From an optimization exercise on the open Yosys and OpenROAD flow, aimed at small area and a short achievable clock period; shortcuts taken in it are not production practice. Function was checked by simulation only, so behaviour that the tests miss may differ from the original. Power and IR drop assume default switching activity.

## flow/flow/run.sh

```bash
#!/bin/bash
# The standard layout, with plain buf_1 cells as the port buffers (the default choice is
# clkdlybuf4s50_1, a slow delay cell of more than twice the area). Every port still gets
# its own buffer; timing repair resizes the ones on critical paths.
set -euo pipefail
export BUFFER_PORTS_ARGS="-buffer_cell sky130_fd_sc_hd__buf_1"
bash standard.sh > standard.log 2>&1
```

## flow/standard.sh

```bash
#!/bin/bash
# synth_recipe.tcl (not shown) runs the flow's synth.tcl, then flattens the netlist and writes it again
# the make line also repeats each setting of config.mk as NAME=value (left out here)
make -C /OpenROAD-flow-scripts/flow DESIGN_CONFIG=/design/flow/config.mk WORK_HOME=/design/flow/orfs CLKGATE_MAP_FILE= SYNTH_SCRIPT=/design/flow/synth_recipe.tcl "${@:-finish}"
```

## flow/config.mk

```make
export PLATFORM = sky130hd
export DESIGN_NAME = sensor_min_max_avg_tracker
export DESIGN_NICKNAME = sensor_min_max_avg_tracker
export VERILOG_FILES = /design/flow/design.v
export SDC_FILE = /design/flow/constraint.sdc
export NUM_CORES = 4
export LEC_CHECK = 0
export CAP_MARGIN = 20
export CORE_MARGIN = 2
export CORE_UTILIZATION = 60
export SETUP_SLACK_MARGIN = 3.2
export SLEW_MARGIN = 20
```

## flow/constraint.sdc

```tcl
create_clock -name core_clock -period 6.5 [get_ports {clock}]
set_input_delay 1.3000 -clock core_clock [delete_from_list [all_inputs] [get_ports {clock}]]
set_output_delay 1.3000 -clock core_clock [all_outputs]
set_load 0.01 [all_outputs]
```

## flow/design.v

```verilog
package smmat_pkg;
   localparam int QUEUE_DEPTH = 4;
   localparam int PERIOD_W    = 24;
   localparam int STAMP_W     = 25;
   localparam int VALUE_W     = 17;
   localparam int NUM_CH      = 3;
   localparam logic [1:0] CSR_FULL_STATS    = 2'd0;
   localparam logic [1:0] CSR_SAMPLE_PERIOD = 2'd1;
   localparam logic [1:0] CSR_REPORT_PERIOD = 2'd2;
   localparam logic [1:0] CH_TEMP = 2'd0;
   localparam logic [1:0] CH_VIS  = 2'd1;
   localparam logic [1:0] CH_IR   = 2'd2;
   localparam logic [PERIOD_W-1:0] SAMPLE_PERIOD_RESET = 24'd3600;
   localparam logic [PERIOD_W-1:0] REPORT_PERIOD_RESET = 24'd86400;
   localparam logic signed [7:0]         TEMP_HIGH_RESET  = 8'sh80;
   localparam logic signed [7:0]         TEMP_LOW_RESET   = 8'sh7F;
   localparam logic [15:0]               LIGHT_TOP        = 16'hFFFF;
   localparam logic [15:0]               LIGHT_HIGH_RESET = 16'h0000;
   localparam logic signed [STAMP_W-1:0] STAMP_NONE       = 25'h1FFFFFF;
   localparam int TICK_W = 8 + 16 + 16 + STAMP_W + 1 + 1;
   localparam int REP_W = 4 * VALUE_W + 2 * STAMP_W;
endpackage
module smmat_queue #(
   parameter int DEPTH = smmat_pkg::QUEUE_DEPTH,
   parameter int WIDTH = smmat_pkg::TICK_W
) (
   input  logic             clock,
   input  logic             reset,
   input  logic             push,
   input  logic [WIDTH-1:0] wdata,
   input  logic             pop,
   output logic [WIDTH-1:0] rdata,
   output logic             full,
   output logic             empty
);
   logic [DEPTH-1:0][WIDTH-1:0] entry_ff;
   logic [DEPTH-1:0]            v_ff;
   assign full  = v_ff[DEPTH-1];
   assign empty = !v_ff[0];
   assign rdata = entry_ff[0];
   for (genvar i = 0; i < DEPTH; i++) begin : g_entry
      logic prev_v;
      logic next_v;
      logic take_next;
      logic load;
      if (i == 0) begin : g_first
         assign prev_v = 1'b1;
      end else begin : g_mid
         assign prev_v = v_ff[i-1];
      end
      if (i == DEPTH - 1) begin : g_last
         assign next_v = 1'b0;
         assign take_next = 1'b0;
      end else begin : g_nlast
         assign next_v = v_ff[i+1];
         assign take_next = next_v;
      end
      assign load = pop || !v_ff[i];
      always_ff @(posedge clock) begin
         if (load) begin
            entry_ff[i] <= take_next ? entry_ff[(i == DEPTH - 1) ? i : i + 1] : wdata;
         end
      end
      always_ff @(posedge clock) begin
         if (reset) begin
            v_ff[i] <= 1'b0;
         end else if (push && !pop) begin
            v_ff[i] <= prev_v;
         end else if (pop && !push) begin
            v_ff[i] <= next_v;
         end
      end
   end
endmodule
module smmat_front (
   input  logic                                 clock,
   input  logic                                 reset,
   input  logic                                 req_push,
   output logic                                 req_full,
   input  logic                                 req_func,
   input  logic signed [7:0]                    req_temp_sample,
   input  logic [15:0]                          req_visible_sample,
   input  logic [15:0]                          req_infrared_sample,
   input  logic                                 full_stats,
   input  logic [smmat_pkg::PERIOD_W-1:0]       sample_period,
   input  logic [smmat_pkg::PERIOD_W-1:0]       report_period,
   input  logic                                 q_full,
   output logic                                 tick_push,
   output logic [smmat_pkg::TICK_W-1:0]         tick
);
   localparam int PW = smmat_pkg::PERIOD_W;
   logic [PW-1:0]                        countdown_ff;
   logic signed [smmat_pkg::STAMP_W-1:0] cd_next;
   logic                                 accept;
   logic                                 report;
   assign req_full  = q_full;
   assign accept    = req_push && !q_full;
   assign cd_next   = $signed({1'b0, countdown_ff}) - $signed({1'b0, sample_period});
   assign report    = (countdown_ff <= sample_period);
   assign tick_push = accept && !req_func;
   assign tick = {req_temp_sample, req_visible_sample, req_infrared_sample,
                  cd_next, report, full_stats};
   always_ff @(posedge clock) begin
      if (reset) begin
         countdown_ff <= smmat_pkg::REPORT_PERIOD_RESET;
      end else if (accept) begin
         countdown_ff <= (req_func || report) ? report_period : cd_next[PW-1:0];
      end
   end
endmodule
module smmat_back (
   input  logic                                     clock,
   input  logic                                     reset,
   input  logic [smmat_pkg::TICK_W-1:0]             head,
   input  logic                                     q_empty,
   output logic                                     q_pop,
   output logic                                     rsp_empty,
   input  logic                                     rsp_pop,
   output logic [1:0]                               rsp_channel,
   output logic signed [smmat_pkg::VALUE_W-1:0]     rsp_current,
   output logic signed [smmat_pkg::VALUE_W-1:0]     rsp_average,
   output logic signed [smmat_pkg::VALUE_W-1:0]     rsp_maximum,
   output logic signed [smmat_pkg::STAMP_W-1:0]     rsp_max_time,
   output logic signed [smmat_pkg::VALUE_W-1:0]     rsp_minimum,
   output logic signed [smmat_pkg::STAMP_W-1:0]     rsp_min_time,
   output logic                                     rsp_last
);
   localparam int SW = smmat_pkg::STAMP_W;
   localparam int VW = smmat_pkg::VALUE_W;
   logic signed [7:0]    head_temp;
   logic [15:0]          head_vis;
   logic [15:0]          head_ir;
   logic [SW-1:0]        head_stamp;
   logic                 head_report;
   logic                 head_full;
   assign {head_temp, head_vis, head_ir, head_stamp, head_report, head_full} = head;
   logic rep_valid_ff;
   logic sel_t_ff, sel_v_ff, sel_i_ff;    
   logic fresh_ff;                        
   logic head_rep;                        
   logic pop_tick;                        
   logic rep_load;                        
   logic vi_load;                         
   logic out_load;                        
   assign head_rep = !q_empty && head_report;
   assign pop_tick = !q_empty && !head_report;
   assign rep_load = head_rep && (!rep_valid_ff || (rsp_pop && sel_i_ff));
   assign q_pop    = pop_tick || rep_load;
   assign vi_load  = head_rep && (!rep_valid_ff || sel_i_ff);
   assign out_load = (rsp_pop && rep_valid_ff) || (head_rep && !rep_valid_ff);
   always_ff @(posedge clock) begin
      if (reset) begin
         rep_valid_ff <= 1'b0;
         sel_t_ff     <= 1'b1;
         sel_v_ff     <= 1'b0;
         sel_i_ff     <= 1'b0;
      end else if (rep_load) begin
         rep_valid_ff <= 1'b1;
         sel_t_ff     <= 1'b1;
         sel_v_ff     <= 1'b0;
         sel_i_ff     <= 1'b0;
      end else if (rsp_pop && rep_valid_ff) begin
         rep_valid_ff <= !sel_i_ff;
         sel_t_ff     <= sel_i_ff;
         sel_v_ff     <= sel_t_ff;
         sel_i_ff     <= sel_v_ff;
      end
   end
   always_ff @(posedge clock) begin
      if (reset || rep_load) begin
         fresh_ff <= 1'b1;
      end else if (pop_tick) begin
         fresh_ff <= 1'b0;
      end
   end
   localparam logic [7:0] T_MIN = 8'h80;
   localparam logic [7:0] T_MAX = 8'h7F;
   logic signed [7:0]    t_cur_ff, t_avg_ff, t_max_ff, t_min_ff;
   logic [SW-1:0]        t_maxt_ff, t_mint_ff;
   logic signed [7:0]    t_avg, t_max, t_min;    
   logic [SW-1:0]        t_maxt, t_mint;
   logic signed [7:0]    t_avg_new;
   logic                 t_gt, t_lt;
   logic                 t_max_upd, t_min_upd;
   assign t_avg  = fresh_ff ? T_MAX : t_avg_ff;
   assign t_max  = fresh_ff ? T_MIN : t_max_ff;
   assign t_min  = fresh_ff ? T_MAX : t_min_ff;
   assign t_maxt = fresh_ff ? '1 : t_maxt_ff;
   assign t_mint = fresh_ff ? '1 : t_mint_ff;
   function automatic logic [7:0] t_half(input logic [7:0] a, input logic [7:0] b);
      logic [9:0] s0, s1;
      s0 = {a[7], a, 1'b0} + {b[7], b, 1'b0};
      s1 = {a[7], a, 1'b1} + {b[7], b, 1'b1};
      t_half = s0[9] ? s1[9:2] : s0[9:2];
   endfunction
   assign t_avg_new = t_half(head_temp, t_cur_ff);
   logic t_gt_raw, t_lt_raw;
   smmat_gt #(.W(8)) u_t_gt (.a({!head_temp[7], head_temp[6:0]}), .b({!t_max_ff[7], t_max_ff[6:0]}),
                             .gt(t_gt_raw));
   smmat_gt #(.W(8)) u_t_lt (.a({!t_min_ff[7], t_min_ff[6:0]}), .b({!head_temp[7], head_temp[6:0]}),
                             .gt(t_lt_raw));
   assign t_gt      = fresh_ff ? (head_temp != T_MIN) : t_gt_raw;
   assign t_lt      = fresh_ff ? (head_temp != T_MAX) : t_lt_raw;
   assign t_max_upd = head_full && t_gt;
   assign t_min_upd = head_full && t_lt;
   always_ff @(posedge clock) begin
      if (reset || q_pop) begin
         t_cur_ff <= (reset || head_report) ? T_MAX : head_temp;
      end
   end
   always_ff @(posedge clock) begin
      if (pop_tick) begin
         if (head_full || fresh_ff) begin
            t_avg_ff <= head_full ? t_avg_new : T_MAX;
         end
         if (t_max_upd || fresh_ff) begin
            t_max_ff  <= head_full ? head_temp : T_MIN;
            t_maxt_ff <= t_max_upd ? head_stamp : '1;
         end
         if (t_min_upd || fresh_ff) begin
            t_min_ff  <= head_full ? head_temp : T_MAX;
            t_mint_ff <= t_min_upd ? head_stamp : '1;
         end
      end
   end
   logic [VW-1:0] tr_cur, tr_avg, tr_max, tr_min;
   logic [SW-1:0] tr_maxt, tr_mint;
   logic [7:0]    tr_avg8, tr_max8, tr_min8;
   assign tr_avg8 = head_full ? t_avg_new : t_avg;
   assign tr_max8 = t_max_upd ? head_temp : t_max;
   assign tr_min8 = t_min_upd ? head_temp : t_min;
   assign tr_cur  = {{9{head_temp[7]}}, head_temp};
   assign tr_avg  = {{9{tr_avg8[7]}}, tr_avg8};
   assign tr_max  = {{9{tr_max8[7]}}, tr_max8};
   assign tr_min  = {{9{tr_min8[7]}}, tr_min8};
   assign tr_maxt = t_max_upd ? head_stamp : t_maxt;
   assign tr_mint = t_min_upd ? head_stamp : t_mint;
   logic               pend_ff;     
   logic [1:0][15:0]   l_avg, l_max, l_min;
   logic [1:0][SW-1:0] l_maxt, l_mint;
   logic [1:0][15:0]   l_s;
   always_ff @(posedge clock) begin
      if (reset) begin
         pend_ff <= 1'b0;
      end else begin
         pend_ff <= rep_load;
      end
   end
   for (genvar i = 0; i < 2; i++) begin : g_light
      logic [15:0]   s;
      logic [15:0]   cur_ff, avg_ff, max_ff, min_ff;
      logic [SW-1:0] maxt_ff, mint_ff;
      logic [16:0]   lsum;
      logic          gt, lt, max_upd, min_upd;
      assign s    = (i == 0) ? head_vis : head_ir;
      assign lsum = {1'b0, s} + {1'b0, cur_ff};
      logic gt_raw, lt_raw;
      smmat_gt #(.W(16)) u_gt (.a(s), .b(max_ff), .gt(gt_raw));
      smmat_gt #(.W(16)) u_lt (.a(min_ff), .b(s), .gt(lt_raw));
      assign gt   = fresh_ff ? (s != 16'h0000) : gt_raw;
      assign lt   = fresh_ff ? (s != 16'hFFFF) : lt_raw;
      assign max_upd = head_full && gt;
      assign min_upd = head_full && lt;
      always_ff @(posedge clock) begin
         if (reset || q_pop) begin
            cur_ff <= (reset || head_report) ? 16'hFFFF : s;
         end
      end
      always_ff @(posedge clock) begin
         if (q_pop) begin
            if (head_full || fresh_ff) begin
               avg_ff <= head_full ? lsum[16:1] : 16'hFFFF;
            end
            if (max_upd || fresh_ff) begin
               max_ff  <= head_full ? s : 16'h0000;
               maxt_ff <= max_upd ? head_stamp : '1;
            end
            if (min_upd || fresh_ff) begin
               min_ff  <= head_full ? s : 16'hFFFF;
               mint_ff <= min_upd ? head_stamp : '1;
            end
         end
      end
      assign l_s[i]    = s;
      assign l_avg[i]  = avg_ff;
      assign l_max[i]  = max_ff;
      assign l_min[i]  = min_ff;
      assign l_maxt[i] = maxt_ff;
      assign l_mint[i] = mint_ff;
   end
   logic [1:0][15:0]   vi_cur_ff, vi_avg_ff, vi_max_ff, vi_min_ff;
   logic [1:0][SW-1:0] vi_maxt_ff, vi_mint_ff;
   always_ff @(posedge clock) begin
      if (vi_load) begin
         vi_cur_ff <= l_s;
      end
   end
   always_ff @(posedge clock) begin
      if (pend_ff) begin
         vi_avg_ff  <= l_avg;
         vi_max_ff  <= l_max;
         vi_min_ff  <= l_min;
         vi_maxt_ff <= l_maxt;
         vi_mint_ff <= l_mint;
      end
   end
   logic [VW-1:0] out_cur_ff, out_avg_ff, out_max_ff, out_min_ff;
   logic [SW-1:0] out_maxt_ff, out_mint_ff;
   logic          next_is_t;    
   logic          next_vi;      
   assign next_is_t = !rep_valid_ff || sel_i_ff;
   assign next_vi   = sel_v_ff;
   always_ff @(posedge clock) begin
      if (out_load) begin
         if (next_is_t) begin
            out_cur_ff  <= tr_cur;
            out_avg_ff  <= tr_avg;
            out_max_ff  <= tr_max;
            out_min_ff  <= tr_min;
            out_maxt_ff <= tr_maxt;
            out_mint_ff <= tr_mint;
         end else if (pend_ff) begin
            out_cur_ff  <= {1'b0, vi_cur_ff[0]};
            out_avg_ff  <= {1'b0, l_avg[0]};
            out_max_ff  <= {1'b0, l_max[0]};
            out_min_ff  <= {1'b0, l_min[0]};
            out_maxt_ff <= l_maxt[0];
            out_mint_ff <= l_mint[0];
         end else begin
            out_cur_ff  <= {1'b0, vi_cur_ff[next_vi]};
            out_avg_ff  <= {1'b0, vi_avg_ff[next_vi]};
            out_max_ff  <= {1'b0, vi_max_ff[next_vi]};
            out_min_ff  <= {1'b0, vi_min_ff[next_vi]};
            out_maxt_ff <= vi_maxt_ff[next_vi];
            out_mint_ff <= vi_mint_ff[next_vi];
         end
      end
   end
   assign rsp_empty    = !rep_valid_ff;
   assign rsp_channel  = {sel_i_ff, sel_v_ff};
   assign rsp_last     = sel_i_ff;
   assign rsp_current  = out_cur_ff;
   assign rsp_average  = out_avg_ff;
   assign rsp_maximum  = out_max_ff;
   assign rsp_minimum  = out_min_ff;
   assign rsp_max_time = out_maxt_ff;
   assign rsp_min_time = out_mint_ff;
endmodule
module smmat_gt #(
   parameter int W = 16
) (
   input  logic [W-1:0] a,
   input  logic [W-1:0] b,
   output logic         gt
);
   localparam int L = $clog2(W);
   logic [L:0][W-1:0] g;    
   logic [L:0][W-1:0] e;    
   for (genvar i = 0; i < W; i++) begin : g_bit
      assign g[0][i] = a[i] & !b[i];
      assign e[0][i] = !(a[i] ^ b[i]);
   end
   for (genvar l = 0; l < L; l++) begin : g_lvl
      for (genvar j = 0; j < (W >> (l + 1)); j++) begin : g_grp
         assign g[l+1][j] = g[l][2*j+1] | (e[l][2*j+1] & g[l][2*j]);
         assign e[l+1][j] = e[l][2*j+1] & e[l][2*j];
      end
      for (genvar j = (W >> (l + 1)); j < W; j++) begin : g_pad
         assign g[l+1][j] = 1'b0;
         assign e[l+1][j] = 1'b0;
      end
   end
   assign gt = g[L][0];
endmodule
module sensor_min_max_avg_tracker #(
   parameter int QUEUE_DEPTH = smmat_pkg::QUEUE_DEPTH
) (
   input  logic                                 clock,
   input  logic                                 reset,
   input  logic                                 req_push,
   output logic                                 req_full,
   input  logic                                 req_func,
   input  logic signed [7:0]                    req_temp_sample,
   input  logic [15:0]                          req_visible_sample,
   input  logic [15:0]                          req_infrared_sample,
   output logic                                 rsp_empty,
   input  logic                                 rsp_pop,
   output logic [1:0]                           rsp_channel,
   output logic signed [smmat_pkg::VALUE_W-1:0] rsp_current,
   output logic signed [smmat_pkg::VALUE_W-1:0] rsp_average,
   output logic signed [smmat_pkg::VALUE_W-1:0] rsp_maximum,
   output logic signed [smmat_pkg::STAMP_W-1:0] rsp_max_time,
   output logic signed [smmat_pkg::VALUE_W-1:0] rsp_minimum,
   output logic signed [smmat_pkg::STAMP_W-1:0] rsp_min_time,
   output logic                                 rsp_last,
   input  logic                                 csr_valid,
   output logic                                 csr_ready,
   input  logic [1:0]                           csr_index,
   input  logic [smmat_pkg::PERIOD_W-1:0]       csr_data
);
   logic                                full_stats_ff;
   logic [smmat_pkg::PERIOD_W-1:0]      sample_period_ff;
   logic [smmat_pkg::PERIOD_W-1:0]      report_period_ff;
   logic                                csr_write;
   logic                                tick_push;
   logic                                q_pop;
   logic [smmat_pkg::TICK_W-1:0]        tick;
   logic [smmat_pkg::TICK_W-1:0]        head;
   logic                                q_full;
   logic                                q_empty;
   assign csr_ready = 1'b1;
   assign csr_write = csr_valid && csr_ready;
   always_ff @(posedge clock) begin
      if (reset) begin
         full_stats_ff    <= 1'b1;
         sample_period_ff <= smmat_pkg::SAMPLE_PERIOD_RESET;
         report_period_ff <= smmat_pkg::REPORT_PERIOD_RESET;
      end else if (csr_write) begin
         unique case (csr_index)
            smmat_pkg::CSR_FULL_STATS:    full_stats_ff    <= csr_data[0];
            smmat_pkg::CSR_SAMPLE_PERIOD: sample_period_ff <= csr_data;
            smmat_pkg::CSR_REPORT_PERIOD: report_period_ff <= csr_data;
            default: ;
         endcase
      end
   end
   smmat_front u_front (
      .clock               (clock),
      .reset               (reset),
      .req_push            (req_push),
      .req_full            (req_full),
      .req_func            (req_func),
      .req_temp_sample     (req_temp_sample),
      .req_visible_sample  (req_visible_sample),
      .req_infrared_sample (req_infrared_sample),
      .full_stats          (full_stats_ff),
      .sample_period       (sample_period_ff),
      .report_period       (report_period_ff),
      .q_full              (q_full),
      .tick_push           (tick_push),
      .tick                (tick)
   );
   smmat_queue #(
      .DEPTH (QUEUE_DEPTH),
      .WIDTH (smmat_pkg::TICK_W)
   ) u_queue (
      .clock  (clock),
      .reset  (reset),
      .push   (tick_push),
      .wdata  (tick),
      .pop    (q_pop),
      .rdata  (head),
      .full   (q_full),
      .empty  (q_empty)
   );
   smmat_back u_back (
      .clock        (clock),
      .reset        (reset),
      .head         (head),
      .q_empty      (q_empty),
      .q_pop        (q_pop),
      .rsp_empty    (rsp_empty),
      .rsp_pop      (rsp_pop),
      .rsp_channel  (rsp_channel),
      .rsp_current  (rsp_current),
      .rsp_average  (rsp_average),
      .rsp_maximum  (rsp_maximum),
      .rsp_max_time (rsp_max_time),
      .rsp_minimum  (rsp_minimum),
      .rsp_min_time (rsp_min_time),
      .rsp_last     (rsp_last)
   );
endmodule
```

==> notes.md, run 1 <==
status=no timing/DRC/antenna violations; Routed WL=108000 µm; leading cell type in the layout, fill and taps excluded=edfxtp_1; min-delay src=u_back.g_light[1].avg_ff[8]$_SDFFCE_PN1P_; number of antenna violations at the first check in global routing=4; final hold viol count=0; floorplan core area=0.0731 mm²; internal power=12.1 mW; EDFF count, synth=924; drt via density=6.08; proportion of synthesized chip area in sequential cells=0.662; global-route total usage across every layer=0.279; synthesized netlist cell count=~3400; number of CTS-inserted buffers=103; largest stage delay on the critical path=700 ps; placed cells=4405; clock network fraction of design power=0.362; shortest clock period the worst path allows after layout=3560 ps; total power divided by cell area=322 mW/mm²; estimated wirelength of the detail-placed design=between 60000 and 70000 µm; number of placement rows=a little under 100; async set-reset flop share out of synthesis=0; clock tree sinks=roughly 1000; setup repair after global routing missed its margin=yes; IO Pins=between 150 and 200; placed cell areas=0.0461 mm²; insertion delay of the later-clocked pin in the worst-skew pair=670 ps; prevailing post-synth register cell=edfxtp_1; setup total negative slack=0 ps; critical path startpoint=rsp_pop; switching power total=4.09 mW; part of the cycle the worst path needs=0.548; Max clock buf depth=3; post-route insts no fill=4646; critical-path maximum fanout=39; Synth Area per Inst=13.1 µm²; fraction of layout cells with a size suffix above 1=0.132; Critical Path, Cell by Cell=buf_1 > a21oi_1 > nand2_1 > nand2_1 > nand2_2 > buf_4; Clock transition at path regs=60 ps; initial drt markers=3106; per-cell routed wire length=23.3 µm; Total Power Consumption=16.2 mW; overflow left after global routing=0; CP Data Required Time=roughly 7000 ps; critical path data arrival time=roughly 3900 ps; syn nets=roughly 3600; Unique masters post-synth=just under 80; total number of nets in the final design=about 3800; pin count of the biggest net entering global routing=roughly 200; H-tree level count=3; Initial Utilization=0.608; number of buffer cells added on primary ports=194; number of global-route vias before repair=27600; crit-path leading delay family=simple AND/OR/NAND/NOR gates; footprint of the flip-flops and latches=0.0294 mm²; commonest cells after routing, fill and taps aside=924 x edfxtp_1, 335 x nand2_1, 211 x o21ai_0; worst reg2reg startpoint=u_back.rep_valid_ff$_SDFFE_PP0P_; Syn Std Cell Area=0.0444 mm²; number of max-capacitance violations reported=0; DIE HEIGHT=276 µm; DRT antenna net count=0; nature of the critical path endpoint=register; highest clock rate=281 MHz; transition time of the tightest slew-check pin=1310 ps; relative contribution of combinational cells to total power=0.134; die area=0.0762 mm²; Leak Pwr=17.8 nW; CP dominant cell by count=nand2_1; final setup violation count=0; Final Max Slew Viols=0; GPL Wtd Cong=around 0.87; post-route cell area=0.0502 mm²; min-delay worst type=reg2reg; Yosys warnings=4; post-synthesis sequential element count=1007; area occupied by multi-input gates=0.0141 mm²; CP max stage cell=a21oi_1; type of the worst setup path=in2reg; Root Buffer=clkbuf_16; overall die width=~280 µm; CTS tree=yes; setup clock skew after layout=24.7 ps; worst vdd ir=~0.22 mV; Sequential Power Share=0.504; count of filler cells inserted in the layout=~5200; kind of start point of the critical path=primary input; Switching Fraction=0.253; Crit path buffers/inverters=2; Pre-antenna DRT Iters=27; synth-to-layout area growth=12.9%; post-route DRC violation count=0; relative slew slack=0.114; total vias in the final route=around 28000; first-pass GRT wire length=165000 µm
-- logic make-up after synthesis --
kind of cell / share of synthesized area
xor gates and xnor gates: 0.00809
other: 0.0000844
and+or+nand+nor: 0.104
adders and majority gates: 0.0406
muxes: 0.0591
DFF: 0.662
AOI/OAI and AO/OA: 0.0971
buffers and inverters: 0.0289
-- flip-flops by register name (all words and copies together) (netlist names), 50 cells and up --
name and cells:
u_back.g_light.mint_ff 50, u_back.vi_maxt_ff 50, u_back.vi_mint_ff 50, u_queue.entry_ff 268
u_back.g_light.maxt_ff 50
-- power groups by stage --
stage	clock network (mW)	registers [mW]	logic (mW)
3_5_place_dp	0	8.29	2.02
3_3_place_gp	0	8.27	1.94
2_1_floorplan	0	8.13	1.44
6_report	5.84	8.15	2.16
4_1_cts	5.93	8.15	2.08
5_1_grt	6.19	8.20	2.39
-- metal layers --
layer	wire (µm)	GRT usage	vias to the layer above
met3	8350	0.0408	127
li1	-	-	13000
met2	49600	0.434	1030
met4	1890	0.0666	2
met5	12	0	-
met1	48600	0.421	14100
-- worst paths after layout --
kind / cells past startpoint / slack [ps] / to
setup / recovery: 6 / 2940 / u_queue.entry_ff[75]$_DFFE_PP_
hold / removal: 0 / 410 / u_back.vi_avg_ff[24]$_DFFE_PP_
setup reg to reg: 6 / 3040 / u_queue.entry_ff[75]$_DFFE_PP_
hold reg to reg: 0 / 410 / u_back.vi_avg_ff[24]$_DFFE_PP_
-- cells in the mapped netlist (all sizes together), types with 14 or more instances --
cell type / n / area, µm²
a211oi: 26 / 200
a21o: 36 / 270
a21oi: 213 / 1070
a31oi: 24 / 156
and2: 47 / 294
buf: 35 / 189
clkbuf: 148 / 558
dfxtp: 83 / 1660
edfxtp: 924 / 27700
ha: 136 / 1700
inv: 143 / 537
mux2: 139 / 1570
mux2i: 106 / 1060
nand2: 339 / 1270
nand2b: 120 / 751
nand3: 38 / 190
nand4: 29 / 188
nor2: 163 / 612
nor2b: 18 / 113
nor3: 35 / 175
o21a: 30 / 226
o21ai: 217 / 1090
o221ai: 53 / 464
o31ai: 14 / 105
or2: 56 / 350
or3: 46 / 288
xnor2: 20 / 175
xor2: 21 / 184
-- stage by stage --
step | worst slack [ps] | util | hold slack [ps]
final | 2940 | 0.686 | 414
after global routing | 2950 | 0.686 | 423
after CTS | 3100 | 0.681 | 414
after detailed placement | 2380 | 0.631 | 405
after global placement | 2520 | 0.630 | 400
after floorplan | 2620 | - | 400
-- cell type report --
| type | instances | share of cell area |
|---|---|---|
| flip-flops and latches | 1007 | 0.587 |
| multi-input cells | 2067 | 0.281 |
| clock buffers | 134 | 0.0562 |
| repair buffers | 274 | 0.0306 |
| well taps | 959 | 0.0239 |
| clock inverters | 61 | 0.0109 |
| inverters | 143 | 0.0107 |
| diodes | 1 | 0.0000499 |
-- repair_timing --
| item | CTS | global route |
|---|---|---|
| gates resized for setup | 16 | 33 |
| buffers inserted | 22 | 19 |
| setup endpoints to repair | 312 | 345 |
| hold buffers | 0 | 0 |
| cloned | 1 | 2 |
| pin swaps | 1 | 8 |
==> run 2, diff against run 1 <==
--- a/flow/config.mk
+++ b/flow/config.mk
@@ -9,4 +9,4 @@
 export CORE_MARGIN = 2
-export CORE_UTILIZATION = 60
-export SETUP_SLACK_MARGIN = 3.2
+export CORE_UTILIZATION = 65
+export SETUP_SLACK_MARGIN = 3.5
 export SLEW_MARGIN = 20
==> notes.md, run 2 <==
cell with the most instances after synthesis=edfxtp_1; Sequential Power Share=0.496 (-0.008); Synth Area per Inst=13.1 µm² (unchanged); shortest clock period the worst path allows after layout=3000 ps (-559 ps); number of global-route vias before repair=28400 (+2.9%); register bank with the most flops=u_queue.entry_ff; Clock transition at path regs=60 ps (about the same); post-route insts no fill=4634 (-0.26%); H-tree level count=3 (unchanged); estimated wirelength of the detail-placed design=68400 µm (about the same); synth-to-layout area growth=15.4%; placed cell areas=0.0460 mm² (-0.39%); total number of nets in the final design=3878 (+1.8%); fraction of layout cells with a size suffix above 1=0.166 (+0.0341); prevailing post-synth register cell=edfxtp_1; initial drt markers=3330 (+7.2%); final setup violation count=0 (unchanged); status=complete, but fails checks; global-route total usage across every layer=0.314 (+0.0348); pin count of the biggest net entering global routing=108 (-46%); proportion of synthesized chip area in sequential cells=0.662 (unchanged); Yosys warnings=4 (unchanged); overall die width=265 µm (-3.9%); relative contribution of combinational cells to total power=0.144 (+0.010); CP Data Required Time=6900 ps (+40 ps); Max clock buf depth=3 (unchanged); overflow left after global routing=0 (unchanged); critical path data arrival time=3410 ps (-510 ps); number of CTS-inserted buffers=102 (-0.97%); fin worst setup slack=3500 ps (+559 ps); cell taking the most area after synthesis=edfxtp_1; Unique masters post-synth=78 (unchanged); number of buffer cells added on primary ports=194 (unchanged); clock network fraction of design power=0.360 (-0.002); number of placement rows=95 (-4.0%); syn nets=3610 (unchanged); synthesized netlist cell count=3397 (unchanged); commonest cells after routing, fill and taps aside=924 x edfxtp_1, 333 x nand2_1, 205 x o21ai_0; per-cell routed wire length=24.4 µm (+4.5%); Pre-antenna DRT Iters=6 (-78%); setup total negative slack=0 ps (unchanged); part of the cycle the worst path needs=0.462 (-0.0860); Root Buffer=clkbuf_16; commonest cells in the netlist=924 x edfxtp_1, 339 x nand2_1, 214 x o21ai_0, 211 x a21oi_1, 163 x nor2_1; EDFF count, synth=924 (unchanged); GPL Wtd Cong=0.910 (+4.4%); switching power total=4.18 mW (+2.1%); async set-reset flop share out of synthesis=0 (unchanged); final hold viol count=0 (unchanged); layout check failures=antenna violations; worst vdd ir=0.248 mV (+11%); post-layout util=0.761 (+0.0744); share of the synthesized area in the top cell type=0.625 (unchanged); setup repair after global routing missed its margin=yes; drt via density=6.31 (+3.7%); Total Power Consumption=16.4 mW (+1.8%); Initial Utilization=0.659 (+0.0513); kind of start point of the critical path=register; leading cell type in the layout, fill and taps excluded=edfxtp_1; highest clock rate=333 MHz (+19%); critical-path maximum fanout=4 (-90%); Leak Pwr=18.3 nW (+2.6%); placed cells=4317 (-2.0%); Switching Fraction=0.254 (+0.000862); floorplan core area=0.0674 mm² (-7.8%); worst setup slack after placement=2400 ps (+14.3 ps); transition time of the tightest slew-check pin=1120 ps (-194 ps); post-route DRC violation count=0 (unchanged); clock tree sinks=1007 (unchanged); nature of the critical path endpoint=register; post-route cell area=0.0513 mm² (+2.2%); die area=0.0704 mm² (-7.6%); first-pass GRT wire length=168000 µm (+2.2%); Final Max Slew Viols=0 (unchanged); min-delay worst type=reg2reg; type of the worst setup path=reg2reg; DRT antenna net count=1 (+1); IO Pins=196 (unchanged); total power divided by cell area=321 mW/mm² (-0.44%); max reg flops=268 (unchanged); setup clock skew after layout=23.7 ps (-0.974 ps); number of antenna violations at the first check in global routing=3 (-1); final hold slack=415 ps (+0.950 ps); CTS tree=yes; largest cells by area after synthesis=edfxtp_1 62%, ha_1 3.8%, dfxtp_1 3.7%, mux2_2 3.5%, nand2_1 2.9%; relative slew slack=0.254 (+0.139); DIE HEIGHT=265 µm (-3.9%); internal power=12.3 mW (+1.7%); Routed WL=113000 µm (+4.2%); Syn Std Cell Area=0.0444 mm² (unchanged); number of max-capacitance violations reported=0 (unchanged); total vias in the final route=29200 (+3.4%); insertion delay of the later-clocked pin in the worst-skew pair=660 ps (about the same); post-synthesis sequential element count=1007 (unchanged)
[run 2: power groups by stage]
stage / combinational (mW) / clock, mW / sequential [mW]
final: 2.36 / 5.92 / 8.16
after global routing: 2.57 / 6.25 / 8.20
after CTS: 2.21 / 6.00 / 8.15
after detailed placement: 2.00 / 0 / 8.29
after global placement: 1.91 / 0 / 8.27
after floorplan: 1.44 / 0 / 8.13
[run 2: timing repair]
item / 4_1_cts / 5_1_grt
hold buffers: 0 / 0
setup buffers: 76 / 29
cloned: 5 / 6
endpoints found under the setup margin: 682 / 364
pin swaps: 34 / 34
resized for setup: 84 / 71
[run 2: cell type report]
cell class	instances	area, µm²
flip-flops and latches	1007	29400
repair buffers	340	2220
clock inverters	65	749
clock buffers	127	2650
multi-input cells	2071	14600
fillers	4265	16100
diodes	8	20.0
inverters	143	537
well taps	873	1090
[run 2: metal layers]
layer,global-route usage,part of all wire,up-vias
met3,0.0550,0.098,229
met5,0,0,-
met1,0.474,0.42,14400
met2,0.477,0.46,1472
li1,-,-,13200
met4,0.0863,0.025,0
[run 2: kinds of logic after synthesis]
kind of cell | after synthesis | share of synthesized area
flops | 1007 | 0.662
simple gates | 942 | 0.104
compound gates | 694 | 0.0971
buf+inv | 326 | 0.0289
mux | 245 | 0.0591
fa+ha+maj | 141 | 0.0406
xor+xnor | 41 | 0.00809
other cells | 1 | 0.0000844
[run 2: worst max-delay path: stages, from the launching register on]
cell	delay (ps)
edfxtp_1	500
buf_4	190
ha_1	260
and3b_1	150
o21a_1	120
o21a_1	120
o21a_1	110
o21ai_0	80
a2111o_2	570
buf_12	180
a21oi_4	190
buf_4	170
nand2b_1	80
[run 2: worst paths after layout]
path                                                                  from                                          to  slack (ps)  depth (start not counted)
worst max-delay path                        u_queue.entry_ff[44]$_DFFE_PP_  u_back.g_light[0].maxt_ff[7]$_SDFFCE_PN1P_        3500                         12
worst min-delay path            u_back.g_light[1].mint_ff[0]$_SDFFCE_PN1P_             u_back.vi_mint_ff[25]$_DFFE_PP_         420                          0
worst max register to register              u_queue.entry_ff[44]$_DFFE_PP_  u_back.g_light[0].maxt_ff[7]$_SDFFCE_PN1P_        3500                         12
worst min register to register  u_back.g_light[1].mint_ff[0]$_SDFFCE_PN1P_             u_back.vi_mint_ff[25]$_DFFE_PP_         420                          0

==> port drivers added, routing unchanged <==
How much do the figures lean on ideal ports? The routed layouts below were timed once more, with nothing changed but the port constraints. Step 1 sets driving cells, clkbuf_16 on the clock port and buf_2 on the other inputs (assumed; they add their load-dependent delay and slew). Step 2 also shifts input and output timing later by t, the mid clock arrival at the registers, as if the neighbouring blocks saw the same clock. Three values: ideal, step 1, step 2; two values: the first two.
| run | shift t [ns] | setup WS [ns] | latest minus earliest clock arrival (ns) |
|---|---|---|---|
| run 1 | 0.726 | 2.938 / 2.976 / 2.250 | 0.026 / 0.025 |
| run 2 | 0.716 | 3.497 / 3.497 / 2.876 | 0.025 / 0.025 |
The setup slack of run 1, which loses most, moves by +0.038 ns with the drivers and by -0.688 ns with both steps.
